What follows belongs to an exercise in optimizing a design on an open flow for small area, a short achievable clock period and few clock cycles per item; a production flow would make more cautious choices. In this exercise RTL edits were held to simulation tests only and were not proved equivalent to the original.

run 1:
==> flow/design.v (excerpt) <==
module elastic_alu (
	input logic clk,
	input logic rst,
	input logic [31:0] lhs,
	input logic [3:0] lhs_op,
	input logic lhs_valid,
	output logic lhs_ready,
	input logic [31:0] rhs,
	input logic rhs_valid,
	output logic rhs_ready,
	output logic [31:0] result,
	output logic result_valid,
	input logic result_ready
);
	logic d_mul, d_sh, d_one, d_addr, d_subr, d_and, d_or, d_xor, d_cin, d_sgn, d_rt, d_s;
	logic [1:0] d_ck;
	logic [31:0] d_l;
	always_comb begin
		d_mul = (lhs_op == 4'd2);
		d_sh = (lhs_op == 4'd6) | (lhs_op == 4'd7) | (lhs_op == 4'd8);
		d_rt = (lhs_op == 4'd7) | (lhs_op == 4'd8);
		d_s = (lhs_op == 4'd8) & lhs[31];   
		d_addr = (lhs_op == 4'd0);
		d_subr = (lhs_op == 4'd1) | ((lhs_op >= 4'd9) & (lhs_op <= 4'd14));
		d_one = d_addr | d_subr;
		d_and = (lhs_op == 4'd3);
		d_or = (lhs_op == 4'd4);
		d_xor = (lhs_op == 4'd5);
		d_cin = (lhs_op == 4'd1) | (lhs_op == 4'd9) | (lhs_op == 4'd10) | (lhs_op == 4'd11) | (lhs_op == 4'd13);
		d_sgn = (lhs_op == 4'd13) | (lhs_op == 4'd14);
		d_ck = (lhs_op == 4'd9) ? 2'd1 : (lhs_op == 4'd10) ? 2'd2 :
			((lhs_op >= 4'd11) & (lhs_op <= 4'd14)) ? 2'd3 : 2'd0;
		for (int i = 0; i < 32; i++) begin
			d_l[i] = d_rt ? lhs[31 - i] : lhs[i];
		end
	end
	logic lv, rv, fire, adv;
	logic [31:0] a_l, a_r;
	logic [15:0] d_bo, d_bt, d_bn, d_so, d_st, r_bo, r_bt, r_bn, r_so, r_st;
	logic [32:0] d_rr;
	always_comb begin
		d_rr = {rhs, 1'b0};
		for (int j = 0; j < 16; j++) begin
			d_bo[j] = d_rr[2*j+1] ^ d_rr[2*j];
			d_bt[j] = (d_rr[2*j+2] & ~d_rr[2*j+1] & ~d_rr[2*j]) | (~d_rr[2*j+2] & d_rr[2*j+1] & d_rr[2*j]);
			d_bn[j] = d_rr[2*j+2];
			d_so[j] = (rhs[4:1] == j) & ~rhs[0];
			d_st[j] = (rhs[4:1] == j) & rhs[0];
		end
	end
	always_comb begin
		for (int j = 0; j < 16; j++) begin
			a_r[2*j+1] = r_bn[j];
			a_r[2*j] = r_bo[j] ^ ((j == 0) ? 1'b0 : r_bn[(j == 0) ? 0 : j-1]);
		end
	end
	logic a_mul, a_sh, a_one, a_addr, a_subr, a_and, a_or, a_xor, a_cin, a_sgn, a_rt, a_s;
	logic [1:0] a_ck;
	assign fire = lv & rv & adv;
	assign lhs_ready = ~lv | fire;
	assign rhs_ready = ~rv | fire;
	always_ff @(posedge clk or posedge rst) begin
		if (rst) begin
			lv <= 1'b0;
			rv <= 1'b0;
		end else begin
			if (lhs_ready) lv <= lhs_valid;
  ...
==> flow/config.mk <==
export PLATFORM = sky130hd
export DESIGN_NAME = elastic_alu
export DESIGN_NICKNAME = elastic_alu
export VERILOG_FILES = /design/flow/design.v
export SDC_FILE = /design/flow/constraint.sdc
export NUM_CORES = 4
export LEC_CHECK = 0
export CAP_MARGIN = 20
export CORE_MARGIN = 2
export CORE_UTILIZATION = 40
export SLEW_MARGIN = 20
export SYNTH_HIERARCHICAL = 1
==> flow/constraint.sdc <==
create_clock -name core_clock -period 10.0 [get_ports {clk}]
set_input_delay 2.0000 -clock core_clock [delete_from_list [all_inputs] [get_ports {clk}]]
set_output_delay 2.0000 -clock core_clock [all_outputs]
set_load 0.01 [all_outputs]
standard.sh (not shown) runs the stock make flow with config.mk's settings and CLKGATE_MAP_FILE= SYNTH_SCRIPT=/design/flow/synth_recipe.tcl, a recipe that flattens the netlist after the stock synthesis.
==> flow/flow/run.sh <==
#!/bin/bash
set -euo pipefail
MARGIN=${MARGIN:-7.5}
sed "s/\"\\\${@:-finish}\"/SETUP_SLACK_MARGIN=$MARGIN \"\${@:-finish}\"/" standard.sh > flow/standard_margin.sh
grep -q "SETUP_SLACK_MARGIN=$MARGIN" flow/standard_margin.sh
bash flow/standard_margin.sh > make_flow.log 2>&1
==> flow/flow/standard_margin.sh <==
#!/bin/bash
# The standard flow's own layout of this design, on the ORFS make targets given (by default finish). After
# finish it leaves the final layout's DEF at /design/flow/out/final.def.
set -euo pipefail
make -C /OpenROAD-flow-scripts/flow DESIGN_CONFIG=/design/flow/config.mk WORK_HOME=/design/flow/orfs CLKGATE_MAP_FILE= SYNTH_SCRIPT=/design/flow/synth_recipe.tcl CAP_MARGIN=20 CORE_MARGIN=2 CORE_UTILIZATION=40 SLEW_MARGIN=20 SYNTH_HIERARCHICAL=1 SETUP_SLACK_MARGIN=7.5 "${@:-finish}"
if [[ -f /design/flow/orfs/results/sky130hd/elastic_alu/base/6_final.odb ]]; then
  : # left out here: write the final layout as DEF
fi
Per the final summary, run 1 finished and its layout is clean on timing, DRC and antenna.
Testbench counts of run 1, summed over its fixed seeds: cycles 16,024, items 16,000.
#### Input delta (run 2 over run 1)
-- flow/flow/run.sh --
<<< run 1, line 3
MARGIN=${MARGIN:-7.5}
>>> run 2, line 3
MARGIN=${MARGIN:-6.5}
-- flow/flow/standard_margin.sh --
<<< run 1, line 5
make -C /OpenROAD-flow-scripts/flow DESIGN_CONFIG=/design/flow/config.mk WORK_HOME=/design/flow/orfs CLKGATE_MAP_FILE= SYNTH_SCRIPT=/design/flow/synth_recipe.tcl CAP_MARGIN=20 CORE_MARGIN=2 CORE_UTILIZATION=40 SLEW_MARGIN=20 SYNTH_HIERARCHICAL=1 SETUP_SLACK_MARGIN=7.5 "${@:-finish}"
>>> run 2, line 5
make -C /OpenROAD-flow-scripts/flow DESIGN_CONFIG=/design/flow/config.mk WORK_HOME=/design/flow/orfs CLKGATE_MAP_FILE= SYNTH_SCRIPT=/design/flow/synth_recipe.tcl CAP_MARGIN=20 CORE_MARGIN=2 CORE_UTILIZATION=40 SLEW_MARGIN=20 SYNTH_HIERARCHICAL=1 SETUP_SLACK_MARGIN=6.5 "${@:-finish}"
- Delta (run 2 minus run 1): utilization fell 2.2 points.
- Re register-to-register slack: run 1 and run 2 aren't equal, and the lower value belongs to run 1.
- Summary of the comparison: routed wire length is lower in run 2, relative to run 1.
- [run 2] per-cell routed wire length fell about 0.5% relative to run 1
- Diff run 1..run 2 | layout multi-input combinational cell count | negligible
- Against run 1, the final cell area of run 2 is lower.
Edits applied to the flow inputs when going from run 2 to run 3:
removed: flow/flow/standard_margin.sh
## What came out
- From run 2 to run 3, final setup slack of the worst path did not move at all.
- From run 2 to run 3, synthesis-to-layout area growth did not move at all.
- Adder-cell share of the synthesized area: run 3 vs run 2 identical
- The core utilization on run 3 is in line with that on run 2.
- As far as die extent in x goes, run 2 and run 3 are indistinguishable; the numbers are identical.
Changes in run 4 relative to run 3:
==> flow/flow/standard_margin.sh (new file) <==
#!/bin/bash
# The standard flow's own layout of this design, on the ORFS make targets given (by default finish). After
# finish it leaves the final layout's DEF at /design/flow/out/final.def.
set -euo pipefail
make -C /OpenROAD-flow-scripts/flow DESIGN_CONFIG=/design/flow/config.mk WORK_HOME=/design/flow/orfs CLKGATE_MAP_FILE= SYNTH_SCRIPT=/design/flow/synth_recipe.tcl CAP_MARGIN=20 CORE_MARGIN=2 CORE_UTILIZATION=65 SLEW_MARGIN=20 SYNTH_HIERARCHICAL=1 SETUP_SLACK_MARGIN=6.5 "${@:-finish}"
if [[ -f /design/flow/orfs/results/sky130hd/elastic_alu/base/6_final.odb ]]; then
  : # left out here: write the final layout as DEF
fi
-- flow/config.mk --
<<< run 3, line 10
export CORE_UTILIZATION = 40
>>> run 4, line 10
export CORE_UTILIZATION = 65
### Flow results
Summed area of non-filler cells in the final layout delta (run 4 -> run 3): insignificant
Non-clock buffer count in the final layout, run 4 and run 3: larger value in run 4
A start point of the critical path of q20_0$_DFFE_PN_ is what run 4 shows, while a_mul$_DFFE_PP_ belongs to run 3.
Per the comparison of run 4 with run 3, post-placement cell area went down, met1 track demand over resource in global routing went up.

========
elastic_alu, a different RTL version from the one above (not shown whole).
Size in the first run: about 2500 cells after synthesis, roughly 350 flip-flops, about 110 I/O pins, about 28000 um^2 of cells after synthesis.
Settings: LEC_CHECK=0, CAP_MARGIN=20, CORE_MARGIN=2, CORE_UTILIZATION=40, SLEW_MARGIN=20, SYNTH_HIERARCHICAL=1; clock period 10.0 ns.
==> flow/flow/run.sh <==
#!/bin/bash
# The standard layout (standard.sh) with two changes to the ORFS run:
#  - timing repair aims at a larger setup slack (SETUP_SLACK_MARGIN), so the
#    layout is sped up beyond the 10 ns clock it must meet;
#  - the port buffers are buf_2 cells rather than the delay-cell buffer that
#    buffer_ports picks by default (every port still gets its own buffer).
# The make output goes to make_flow.log; ORFS keeps each tool's log under orfs/logs.
set -euo pipefail
MARGIN=${MARGIN:-6.5}
PORTBUF=${PORTBUF:-sky130_fd_sc_hd__buf_2}
sed "s/\"\\\${@:-finish}\"/SETUP_SLACK_MARGIN=$MARGIN 'BUFFER_PORTS_ARGS=-buffer_cell $PORTBUF' \"\${@:-finish}\"/" standard.sh > flow/standard_own.sh
grep -q "SETUP_SLACK_MARGIN=$MARGIN" flow/standard_own.sh
bash flow/standard_own.sh > make_flow.log 2>&1
Testbench counts at the start, summed over its fixed seeds: cycles 16,032, items 16,000.
==> next run, changes <==
==> flow/flow/standard_own.sh (new file) <==
#!/bin/bash
# The standard flow's own layout of this design, on the ORFS make targets given (by default finish). After
# finish it leaves the final layout's DEF at /design/flow/out/final.def.
set -euo pipefail
make -C /OpenROAD-flow-scripts/flow DESIGN_CONFIG=/design/flow/config.mk WORK_HOME=/design/flow/orfs CLKGATE_MAP_FILE= SYNTH_SCRIPT=/design/flow/synth_recipe.tcl CAP_MARGIN=20 CORE_MARGIN=2 CORE_UTILIZATION=40 PLACE_DENSITY=0.75 SLEW_MARGIN=20 SYNTH_HIERARCHICAL=1 SETUP_SLACK_MARGIN=6.5 'BUFFER_PORTS_ARGS=-buffer_cell sky130_fd_sc_hd__buf_2' "${@:-finish}"
if [[ -f /design/flow/orfs/results/sky130hd/elastic_alu/base/6_final.odb ]]; then
  : # left out here: write the final layout as DEF
fi
Settings changed: PLACE_DENSITY set to 0.75.
The changed run ran to the end with no violations. Synthesized cell count stays the same. Die area is unchanged. Maximum frequency fell slightly. Routed wire length drops by roughly a tenth. Worst setup slack degrades by 0.053 ns. Clock skew stays flat. Via count went up slightly. Sequential share of layout area went up by 0.35 points. Area after synthesis stays the same.
==> next run, changes <==
--- a/flow/flow/run.sh
+++ b/flow/flow/run.sh
@@ -7,5 +7,5 @@
 # The make output goes to make_flow.log; ORFS keeps each tool's log under orfs/logs.
 set -euo pipefail
-MARGIN=${MARGIN:-6.5}
+MARGIN=${MARGIN:-6.6}
 PORTBUF=${PORTBUF:-sky130_fd_sc_hd__buf_2}
 sed "s/\"\\\${@:-finish}\"/SETUP_SLACK_MARGIN=$MARGIN 'BUFFER_PORTS_ARGS=-buffer_cell $PORTBUF' \"\${@:-finish}\"/" standard.sh > flow/standard_own.sh
==> flow/flow/standard_own.sh (replaced) <==
#!/bin/bash
# The standard flow's own layout of this design, on the ORFS make targets given (by default finish). After
# finish it leaves the final layout's DEF at /design/flow/out/final.def.
set -euo pipefail
make -C /OpenROAD-flow-scripts/flow DESIGN_CONFIG=/design/flow/config.mk WORK_HOME=/design/flow/orfs CLKGATE_MAP_FILE= SYNTH_SCRIPT=/design/flow/synth_recipe.tcl CAP_MARGIN=20 CORE_MARGIN=2 CORE_UTILIZATION=40 SLEW_MARGIN=20 SYNTH_HIERARCHICAL=1 SETUP_SLACK_MARGIN=6.6 'BUFFER_PORTS_ARGS=-buffer_cell sky130_fd_sc_hd__buf_2' "${@:-finish}"
if [[ -f /design/flow/orfs/results/sky130hd/elastic_alu/base/6_final.odb ]]; then
  : # left out here: write the final layout as DEF
fi
Settings changed: PLACE_DENSITY 0.75 to not set.
Effect:
- first-iteration DRC count decreases by a little under a tenth
- clock-buffer cell count rises by 5
- cell area increases by a few percent
- synthesized area does not change
- clock skew went up by 0.010 ns
- setup slack improved by 0.031 ns
- cell count went up slightly
==> next run, changes <==
--- a/flow/flow/run.sh
+++ b/flow/flow/run.sh
@@ -7,5 +7,5 @@
 # The make output goes to make_flow.log; ORFS keeps each tool's log under orfs/logs.
 set -euo pipefail
-MARGIN=${MARGIN:-6.6}
+MARGIN=${MARGIN:-6.5}
 PORTBUF=${PORTBUF:-sky130_fd_sc_hd__buf_2}
 sed "s/\"\\\${@:-finish}\"/SETUP_SLACK_MARGIN=$MARGIN 'BUFFER_PORTS_ARGS=-buffer_cell $PORTBUF' \"\${@:-finish}\"/" standard.sh > flow/standard_own.sh
==> flow/flow/standard_own.sh (replaced) <==
#!/bin/bash
# The standard flow's own layout of this design, on the ORFS make targets given (by default finish). After
# finish it leaves the final layout's DEF at /design/flow/out/final.def.
set -euo pipefail
make -C /OpenROAD-flow-scripts/flow DESIGN_CONFIG=/design/flow/config.mk WORK_HOME=/design/flow/orfs CLKGATE_MAP_FILE= SYNTH_SCRIPT=/design/flow/synth_recipe.tcl CAP_MARGIN=20 CORE_MARGIN=2 CORE_UTILIZATION=40 'CTS_BUF_LIST=sky130_fd_sc_hd__clkbuf_8 sky130_fd_sc_hd__clkbuf_4' SLEW_MARGIN=20 SYNTH_HIERARCHICAL=1 SETUP_SLACK_MARGIN=6.5 'BUFFER_PORTS_ARGS=-buffer_cell sky130_fd_sc_hd__buf_2' "${@:-finish}"
if [[ -f /design/flow/orfs/results/sky130hd/elastic_alu/base/6_final.odb ]]; then
  : # left out here: write the final layout as DEF
fi
Settings changed: CTS_BUF_LIST set to sky130_fd_sc_hd__clkbuf_8 sky130_fd_sc_hd__clkbuf_4.
Routed wire length went down by 0.46%; die area is unchanged; setup slack is worse by 0.0071 ns; maximum frequency is about the same; hold slack barely changes.
==> next run, changes <==
--- a/flow/flow/run.sh
+++ b/flow/flow/run.sh
@@ -7,5 +7,5 @@
 # The make output goes to make_flow.log; ORFS keeps each tool's log under orfs/logs.
 set -euo pipefail
-MARGIN=${MARGIN:-6.5}
+MARGIN=${MARGIN:-6.7}
 PORTBUF=${PORTBUF:-sky130_fd_sc_hd__buf_2}
 sed "s/\"\\\${@:-finish}\"/SETUP_SLACK_MARGIN=$MARGIN 'BUFFER_PORTS_ARGS=-buffer_cell $PORTBUF' \"\${@:-finish}\"/" standard.sh > flow/standard_own.sh
==> flow/flow/standard_own.sh (replaced) <==
#!/bin/bash
# The standard flow's own layout of this design, on the ORFS make targets given (by default finish). After
# finish it leaves the final layout's DEF at /design/flow/out/final.def.
set -euo pipefail
make -C /OpenROAD-flow-scripts/flow DESIGN_CONFIG=/design/flow/config.mk WORK_HOME=/design/flow/orfs CLKGATE_MAP_FILE= SYNTH_SCRIPT=/design/flow/synth_recipe.tcl CAP_MARGIN=20 CORE_MARGIN=2 CORE_UTILIZATION=40 SLEW_MARGIN=20 SYNTH_HIERARCHICAL=1 SETUP_SLACK_MARGIN=6.7 'BUFFER_PORTS_ARGS=-buffer_cell sky130_fd_sc_hd__buf_2' "${@:-finish}"
if [[ -f /design/flow/orfs/results/sky130hd/elastic_alu/base/6_final.odb ]]; then
  : # left out here: write the final layout as DEF
fi
Settings changed: CTS_BUF_LIST sky130_fd_sc_hd__clkbuf_8 sky130_fd_sc_hd__clkbuf_4 to not set.
=> Routed wire length increases by 3.2%; clock skew increases by 0.0083 ns; sequential share of layout area decreases by 1.7 points; die area is unchanged; worst setup slack gets better by 0.080 ns.

========
elastic_alu, a different RTL version from the one above (not shown whole).
Size in the first run: about 2,700 cells after synthesis, roughly 110 I/O pins, about 28,000 µm² of cells after synthesis.
export LEC_CHECK = 0
export CAP_MARGIN = 0
export CORE_MARGIN = 2
export CORE_UTILIZATION = 40
export SLEW_MARGIN = 10
export SYNTH_HIERARCHICAL = 1
create_clock -name core_clock -period 10.0 [get_ports {clk}]
==> flow/flow/run.sh <==
#!/bin/bash
# The standard layout (standard.sh) with two changes to the ORFS run:
#  - timing repair aims at a larger setup slack (SETUP_SLACK_MARGIN), so the
#    layout is sped up beyond the 10 ns clock it must meet;
#  - the port buffers are buf_2 cells rather than the delay-cell buffer that
#    buffer_ports picks by default (every port still gets its own buffer).
# The make output goes to make_flow.log; ORFS keeps each tool's log under orfs/logs.
set -euo pipefail
MARGIN=${MARGIN:-6.5}
PORTBUF=${PORTBUF:-sky130_fd_sc_hd__buf_2}
sed "s/\"\\\${@:-finish}\"/SETUP_SLACK_MARGIN=$MARGIN 'BUFFER_PORTS_ARGS=-buffer_cell $PORTBUF' \"\${@:-finish}\"/" standard.sh > flow/standard_own.sh
grep -q "SETUP_SLACK_MARGIN=$MARGIN" flow/standard_own.sh
bash flow/standard_own.sh > make_flow.log 2>&1
==> flow/flow/standard_own.sh <==
#!/bin/bash
# The standard flow's own layout of this design, on the ORFS make targets given (by default finish). After
# finish it leaves the final layout's DEF at /design/flow/out/final.def.
set -euo pipefail
make -C /OpenROAD-flow-scripts/flow DESIGN_CONFIG=/design/flow/config.mk WORK_HOME=/design/flow/orfs CLKGATE_MAP_FILE= SYNTH_SCRIPT=/design/flow/synth_recipe.tcl CAP_MARGIN=0 CORE_MARGIN=2 CORE_UTILIZATION=40 SLEW_MARGIN=10 SYNTH_HIERARCHICAL=1 SETUP_SLACK_MARGIN=6.5 'BUFFER_PORTS_ARGS=-buffer_cell sky130_fd_sc_hd__buf_2' "${@:-finish}"
if [[ -f /design/flow/orfs/results/sky130hd/elastic_alu/base/6_final.odb ]]; then
  : # left out here: write the final layout as DEF
fi
The baseline finished with timing, DRC and antenna clean.
Testbench counts at the start, summed over its fixed seeds: cycles 16,032, items 16,000.
Rerun with:
==> flow/flow/standard_own.sh (replaced) <==
#!/bin/bash
# The standard flow's own layout of this design, on the ORFS make targets given (by default finish). After
# finish it leaves the final layout's DEF at /design/flow/out/final.def.
set -euo pipefail
make -C /OpenROAD-flow-scripts/flow DESIGN_CONFIG=/design/flow/config.mk WORK_HOME=/design/flow/orfs CLKGATE_MAP_FILE= SYNTH_SCRIPT=/design/flow/synth_recipe.tcl ABC_AREA=1 CAP_MARGIN=20 CORE_MARGIN=2 CORE_UTILIZATION=40 SLEW_MARGIN=20 SYNTH_HIERARCHICAL=1 SETUP_SLACK_MARGIN=6.5 'BUFFER_PORTS_ARGS=-buffer_cell sky130_fd_sc_hd__buf_2' "${@:-finish}"
if [[ -f /design/flow/orfs/results/sky130hd/elastic_alu/base/6_final.odb ]]; then
  : # left out here: write the final layout as DEF
fi
Settings changed: ABC_AREA from default to 1, CAP_MARGIN 0 to 20, SLEW_MARGIN 10 to 20.
After rerunning: Global-route usage went up by 0.94 points; die area went up by 11%; setup slack improves by 0.016 ns.

-- re-timing with driven ports --
Ports are ideal in the flow. The routed layouts listed here were re-timed in OpenROAD.
Step 1 sets driving cells, clkbuf_16 on the clock port and buf_2 on the other inputs (assumed; they add their load-dependent delay and slew).
Step 2, shift: input delay + t, output delay - t, t = (earliest + latest rising clock arrival at the registers) / 2. This alone moves slack from input paths to output paths.
a / b / c = no drivers / after step 1 / after step 2; a / b = the first two.
| run | t (ns) | setup slack, ns | hold slack, ns | clock arrival spread, ns | cell pins on the clock port's net |
|---|---|---|---|---|---|
| run 1 | 0.632 | 6.034 / 6.034 / 6.034 | 0.434 / 0.434 / 0.434 | 0.026 / 0.026 | 1 |
| run 2 | 0.629 | 6.051 / 6.051 / 6.051 | 0.429 / 0.429 / 0.429 | 0.037 / 0.038 | 1 |
| run 3 | 0.629 | 6.051 / 6.051 / 6.051 | 0.429 / 0.429 / 0.429 | 0.037 / 0.038 | 1 |
| run 4 | 0.617 | 6.045 / 6.045 / 6.003 | 0.422 / 0.422 / 0.422 | 0.023 / 0.023 | 1 |
| the first run of note 2 | 0.631 | 6.573 / 6.573 / 6.573 | 0.419 / 0.419 / 0.419 | 0.028 / 0.028 | 1 |
| the second run of note 2 | 0.615 | 6.520 / 6.520 / 6.520 | 0.409 / 0.409 / 0.409 | 0.031 / 0.030 | 1 |
| the third run of note 2 | 0.635 | 6.552 / 6.552 / 6.552 | 0.429 / 0.429 / 0.429 | 0.041 / 0.041 | 1 |
| the fourth run of note 2 | 0.715 | 6.545 / 6.545 / 6.545 | 0.427 / 0.427 / 0.427 | 0.037 / 0.038 | 1 |
| the fifth run of note 2 | 0.642 | 6.625 / 6.625 / 6.625 | 0.413 / 0.413 / 0.413 | 0.046 / 0.046 | 1 |
| the first run of note 3 | 0.633 | 6.564 / 6.564 / 6.564 | 0.418 / 0.418 / 0.418 | 0.042 / 0.042 | 1 |
| the second run of note 3 | 0.627 | 6.580 / 6.580 / 6.580 | 0.421 / 0.421 / 0.421 | 0.033 / 0.033 | 1 |
After both steps every run listed still meets setup and hold. For run 4, which loses most, drivers alone change the setup slack by 0.000 ns; drivers and shift together by -0.042 ns.
